From an optimization exercise on the open Yosys and OpenROAD flow, aimed at small area, a short achievable clock period and few clock cycles per item; shortcuts taken in it are not production practice. Function was checked by simulation only, so behaviour that the tests miss may differ from the original. No activity file was given, so power comes from the tool's default toggle rates.

### design.v
module axi_block_bridge #(
  parameter int ADDR_WIDTH     = 64,
  parameter int AXI_DATA_WIDTH = 64,
  parameter int BLOCK_WIDTH    = 512
) (
  input  logic                        clk,
  input  logic                        arstn,
  input  logic                        i_start_read,
  input  logic                        i_start_write,
  input  logic [ADDR_WIDTH-1:0]       i_addr,
  input  logic [BLOCK_WIDTH-1:0]      i_data_block,
  output logic [BLOCK_WIDTH-1:0]      o_data_block,
  output logic                        o_read_last,
  output logic                        o_b_resp,
  output logic                        o_bus_error,
  output logic [ADDR_WIDTH-1:0]       m_araddr,
  output logic [7:0]                  m_arlen,
  output logic [2:0]                  m_arsize,
  output logic [1:0]                  m_arburst,
  output logic                        m_arvalid,
  input  logic                        m_arready,
  input  logic [AXI_DATA_WIDTH-1:0]   m_rdata,
  input  logic [1:0]                  m_rresp,
  input  logic                        m_rlast,
  input  logic                        m_rvalid,
  output logic                        m_rready,
  output logic [ADDR_WIDTH-1:0]       m_awaddr,
  output logic [7:0]                  m_awlen,
  output logic [2:0]                  m_awsize,
  output logic [1:0]                  m_awburst,
  output logic                        m_awvalid,
  input  logic                        m_awready,
  output logic [AXI_DATA_WIDTH-1:0]   m_wdata,
  output logic [AXI_DATA_WIDTH/8-1:0] m_wstrb,
  output logic                        m_wlast,
  output logic                        m_wvalid,
  input  logic                        m_wready,
  input  logic [1:0]                  m_bresp,
  input  logic                        m_bvalid,
  output logic                        m_bready
);
  localparam int BEATS = BLOCK_WIDTH / AXI_DATA_WIDTH;
  localparam int CNT_W = (BEATS > 1) ? $clog2(BEATS) : 1;
  localparam int OFF_W = $clog2(BLOCK_WIDTH / 8);
  localparam logic [CNT_W-1:0] LAST_BEAT = CNT_W'(BEATS - 1);
  localparam logic [7:0]       AX_LEN    = 8'(BEATS - 1);
  localparam logic [2:0]       AX_SIZE   = 3'($clog2(AXI_DATA_WIDTH / 8));
  typedef enum logic [2:0] {S_IDLE, S_AR, S_R, S_AW, S_W, S_B, S_DONE} state_e;
  state_e                                    state_q, state_d;
  logic [ADDR_WIDTH-1:0]                     addr_q;
  logic [BLOCK_WIDTH-1:0]                    wbuf_q;
  logic [BEATS-1:0][AXI_DATA_WIDTH-1:0]      rblk_q;
  logic [CNT_W-1:0]                          cnt_q;
  logic                                      is_wr_q;
  logic                                      accept, r_hs, w_hs;
  assign accept = (state_q == S_IDLE) && (i_start_write || i_start_read);
  assign r_hs   = m_rvalid && m_rready;
  assign w_hs   = m_wvalid && m_wready;
  always_ff @(posedge clk or negedge arstn) begin
    if (!arstn) state_q <= S_IDLE;
    else        state_q <= state_d;
  end
  always_comb begin
    state_d     = state_q;
    m_arvalid   = 1'b0;
    m_rready    = 1'b0;
    m_awvalid   = 1'b0;
    m_wvalid    = 1'b0;
    m_bready    = 1'b0;
    o_read_last = 1'b0;
    o_b_resp    = 1'b0;
    unique case (state_q)
      S_IDLE: begin
        if (i_start_write)     state_d = S_AW;
        else if (i_start_read) state_d = S_AR;
      end
      S_AR: begin
        m_arvalid = 1'b1;
        if (m_arready) state_d = S_R;
      end
      S_R: begin
        m_rready = 1'b1;
        if (m_rvalid && cnt_q == LAST_BEAT) state_d = S_DONE;
      end
      S_AW: begin
        m_awvalid = 1'b1;
        if (m_awready) state_d = S_W;
      end
      S_W: begin
        m_wvalid = 1'b1;
        if (m_wready && cnt_q == LAST_BEAT) state_d = S_B;
      end
      S_B: begin
        m_bready = 1'b1;
        if (m_bvalid) state_d = S_DONE;
      end
      S_DONE: begin
        o_read_last = !is_wr_q;
        o_b_resp    = is_wr_q;
        state_d     = S_IDLE;
      end
      default: state_d = S_IDLE;
    endcase
  end
  always_ff @(posedge clk or negedge arstn) begin
    if (!arstn) begin
      addr_q  <= '0;
      wbuf_q  <= '0;
      cnt_q   <= '0;
      is_wr_q <= 1'b0;
    end else begin
      if (accept) begin
        addr_q  <= {i_addr[ADDR_WIDTH-1:OFF_W], {OFF_W{1'b0}}};
        is_wr_q <= i_start_write;
        cnt_q   <= '0;
        if (i_start_write) wbuf_q <= i_data_block;
      end
      if (r_hs || w_hs) cnt_q <= cnt_q + CNT_W'(1);
      if (w_hs) wbuf_q <= wbuf_q >> AXI_DATA_WIDTH;
    end
  end
  always_ff @(posedge clk or negedge arstn) begin
    if (!arstn)    rblk_q        <= '0;
    else if (r_hs) rblk_q[cnt_q] <= m_rdata;
  end
  assign o_data_block = rblk_q;
  assign m_araddr  = addr_q;
  assign m_arlen   = AX_LEN;
  assign m_arsize  = AX_SIZE;
  assign m_arburst = 2'b01;
  assign m_awaddr  = addr_q;
  assign m_awlen   = AX_LEN;
  assign m_awsize  = AX_SIZE;
  assign m_awburst = 2'b01;
  assign m_wdata   = wbuf_q[AXI_DATA_WIDTH-1:0];
  assign m_wstrb   = '1;
  assign m_wlast   = (state_q == S_W) && (cnt_q == LAST_BEAT);
  logic err_q;
  logic b_hs;
  assign b_hs = m_bvalid && m_bready;
  always_ff @(posedge clk or negedge arstn) begin
    if (!arstn) err_q <= 1'b0;
    else if ((r_hs && m_rresp != 2'b00) || (b_hs && m_bresp != 2'b00)) err_q <= 1'b1;
  end
  assign o_bus_error = err_q;
  logic unused_in;
  assign unused_in = &{1'b0, m_rlast, i_addr[OFF_W-1:0], m_rresp, m_bresp};
endmodule
### run.sh
#!/bin/bash
# synth_recipe.tcl (not shown) runs the flow's synth.tcl, then flattens the netlist and writes it again
# the make line also repeats each setting of config.mk as NAME=value (left out here)
make -C /OpenROAD-flow-scripts/flow DESIGN_CONFIG=/design/flow/config.mk WORK_HOME=/design/flow/orfs CLKGATE_MAP_FILE= SYNTH_SCRIPT=/design/flow/synth_recipe.tcl finish
### config.mk
export PLATFORM = sky130hd
export DESIGN_NAME = axi_block_bridge
export DESIGN_NICKNAME = axi_block_bridge
export VERILOG_FILES = /design/flow/design.v
export SDC_FILE = /design/flow/constraint.sdc
export NUM_CORES = 4
export LEC_CHECK = 0
export CAP_MARGIN = 20
export CORE_AREA = 10 10 490 490
export DIE_AREA = 0 0 500 500
export SLEW_MARGIN = 20
### constraint.sdc
create_clock -name core_clock -period 5.0 [get_ports {clk}]
set_input_delay 1.0000 -clock core_clock [delete_from_list [all_inputs] [get_ports {clk}]]
set_output_delay 1.0000 -clock core_clock [all_outputs]
set_load 0.01 [all_outputs]
==> flow_summary.json <==
{
  "status": "timing/DRC/antenna clean",
  "dp_hpwl_um": 183300,
  "synth-async-reset-ratio_pct": 100.0,
  "grt_start_max_net_pins": 167,
  "cp.arrival_ps": 2970,
  "yosys_most_used_dff": "dfrtp_1",
  "cts_tree": "done",
  "antenna_found_initial": 99,
  "vdd_ir_drop_max_uv": 463.7,
  "path_cells": "nand2_1 > nor3_1 > clkdlybuf4s50_1",
  "fin_tns_setup_ps": 0,
  "synth_cell_types": 47,
  "fp.dieH_um": 500,
  "wl_per_cell_um": 29.13,
  "syn_inst": 3908,
  "max_freq_mhz": 251.6,
  "maxCapViolations": 0,
  "insertion_delay_ps": 810,
  "holdWs_ps": 267.5,
  "pin_count": 1401,
  "yosysSeqAreaShare_pct": 58.92,
  "worstMarginPinSlew_ps": 1280,
  "viasPerCell": 4.578,
  "grt_pass1_vias": 38240,
  "startpoint_type": "flop",
  "place_congestion": 0.8968,
  "clk_pin_slew_ps": 60,
  "die-width_um": 500,
  "yosys_warnings": 1,
  "core_area_um2": 229700,
  "ys_seq_elements": 1090,
  "synth.top_cell.area_share_pct": 58.92,
  "grt_pass1_wl_um": 323700,
  "port_buffers": 1347,
  "synthTopCellsByCount": "dfrtp_1 (1,090), nand2_1 (646), mux2i_1 (448)",
  "p_leak_nw": 29.60,
  "cts_resized": 0,
  "drc_errors": 0,
  "met3_usage_pct": 6.743,
  "final_area_um2": 66960,
  "dpl_cell_area_um2": 62070,
  "numCtsBuffers": 132,
  "period_needed_ps": 3975,
  "initial_core_util_pct": 20.16,
  "area_growth_pct": 44.63,
  "grt-busiest-layer": "met2",
  "crit_required_ps": 4000,
  "cp_max_fo": 17,
  "grt.total_usage_pct": 18.21,
  "syn-cell-area_um2": 46300,
  "grt_util_met2_pct": 28.11,
  "clockBufferDepth": 3,
  "relSlewSlack_pct": 14.46,
  "post-synth-top-count-cell": "dfrtp_1",
  "placementRows": 176,
  "clock-sinks": 1090,
  "fin_crit_sh_pct": 79.49,
  "h-tree-depth": 4,
  "use_met1_pct": 22.88,
  "post_cts_buffers": 0,
  "grt_setup_unrepaired": "no",
  "cpMaxStageDelayCell": "clkdlybuf4s50_1",
  "grt_overflow": 0,
  "cp_slowest_stage_delay_ps": 950,
  "crit_type": "flop to output port",
  "power_density_nw_per_um2": 679.6,
  "fin_skew_ps": 36.15,
  "finalMaxSlewViolations": 0,
  "synth_edf_count": 0,
  "drive_above_1_share_pct": 9.169,
  "num_vias": 37640,
  "avgSynthCellArea_um2": 11.85,
  "setup_viol": 0,
  "first_pass_iters": 6,
  "root_buffer": "clkbuf_16",
  "cp-end-kind": "output port",
  "dieArea_um2": 250000,
  "routed_wirelength_um": 239500,
  "synthTopCellsByArea": "dfrtp_1 (59%), mux2i_1 (9.7%), nand2_1 (5.2%)",
  "hold_path_class": "primary input to async pin",
  "synth.largest_area_cell": "dfrtp_1",
  "ctsHoldBuffers": 0,
  "fin_nets": 5701,
  "ant_nets": 0,
  "drtIter0Drc": 3364,
  "hold_viol": 0,
  "total_power_mw": 45.50
}
[critical path, delay by kind of cell, from the launching register on]
kind / cells / cell delay, ps
buffers and inverters: 1 / 950
DFF: 1 / 740
and+or+nand+nor: 2 / 490
[routing by layer]
layer | vias up | share of wire [%]
met3 | 405 | 10
li1 | 16080 | -
met1 | 19190 | 40
met4 | 16 | 3.9
met5 | - | 0.044
met2 | 1957 | 45
[worst paths after layout]
path                             start          end  slack, ps  cells after the start
min in group core_clock    wbuf_q[475]  wbuf_q[411]        460                      2
min                              arstn  rblk_q[406]        270                      1
max in group asynchronous        arstn  rblk_q[364]       3330                      2
max reg2reg                   cnt_q[0]  rblk_q[467]       1100                      8
min reg2reg                wbuf_q[475]  wbuf_q[411]        460                      2
max                         state_q[2]  o_read_last       1030                      3
[state kept, by name, indices dropped and copies added, names as in the netlist]
register,flops
rblk_q,512
wbuf_q,512
addr_q,58
cnt_q,3
state_q,3
err_q,1
is_wr_q,1
[where the power goes]
part | internal (mW) | switching [mW]
Clock | 6.13 | 4.32
Sequential | 12.8 | 2.95
Combinational | 8.53 | 10.7
Total | 27.5 | 18.0
[final cells by class]
class                   instances  area (um2)
flip-flops and latches       1090       27280
fillers                     23680      162700
inverters                      10       37.54
diodes                         48       120.1
clock buffers                 186        3796
multi-input cells            2363       16420
well taps                    3026        3786
clock inverters                55       959.7
repair buffers               1444       14570
[placed cells by master (no fill, tap or decap), types with 48 or more instances in the layout]
cell,instances
a22o_1,98
diode_2,48
clkdlybuf4s50_1,1346
nand3_1,65
mux2_2,118
a32o_1,224
o21ai_1,166
dfrtp_1,1090
o2bb2ai_1,128
nand2_1,644
mux2i_1,448
nor2b_1,52
clkbuf_16,132
o21ai_0,288
buf_4,70
[through the flow]
step | worst slack [ps] | cells | utilization (%)
4_1_cts | 862.3 | 8174 | 29.10
6_report | 1026 | 8222 | 29.15
2_1_floorplan | 2641 | 3952 | -
3_5_place_dp | 1160 | 7933 | 27.03
3_3_place_gp | 1338 | 7932 | 27.01
5_1_grt | 798.2 | 8213 | 29.14
[kinds of logic after synthesis]
group,Yosys count,share of synthesized area (%)
buffers and inverters,499,6.443
AOI/OAI and AO/OA,913,14.17
muxes,572,12.70
DFF,1090,58.92
and+or+nand+nor,826,7.592
other,2,0.01622
adders and majority gates,6,0.1621
Testbench counts, summed over its fixed seeds: cycles 49,815, items 3,200.

-- static timing again, ports no longer ideal --
The flow's constraints put no driver on any port. The routed layout listed below was extracted and timed again, unchanged, in two steps.
Step 1 sets driving cells, clkbuf_16 on the clock port and buf_2 on the other inputs (assumed; they add their load-dependent delay and slew).
Step 2 also shifts input and output timing later by t, the mid clock arrival at the registers, as if the neighbouring blocks saw the same clock.
Slacks: ideal / step 1 / step 2; pairs: ideal / step 1.
shift t [ns]: 0.864
setup WS [ns]: 1.026 / 0.940 / 1.099
latest minus earliest clock arrival (ns): 0.071 / 0.072
worst slew at a driven data input, ns: 0.31
After both steps this run still meets setup and hold. For this run, drivers alone change the setup slack by -0.086 ns; drivers and shift together by +0.073 ns.
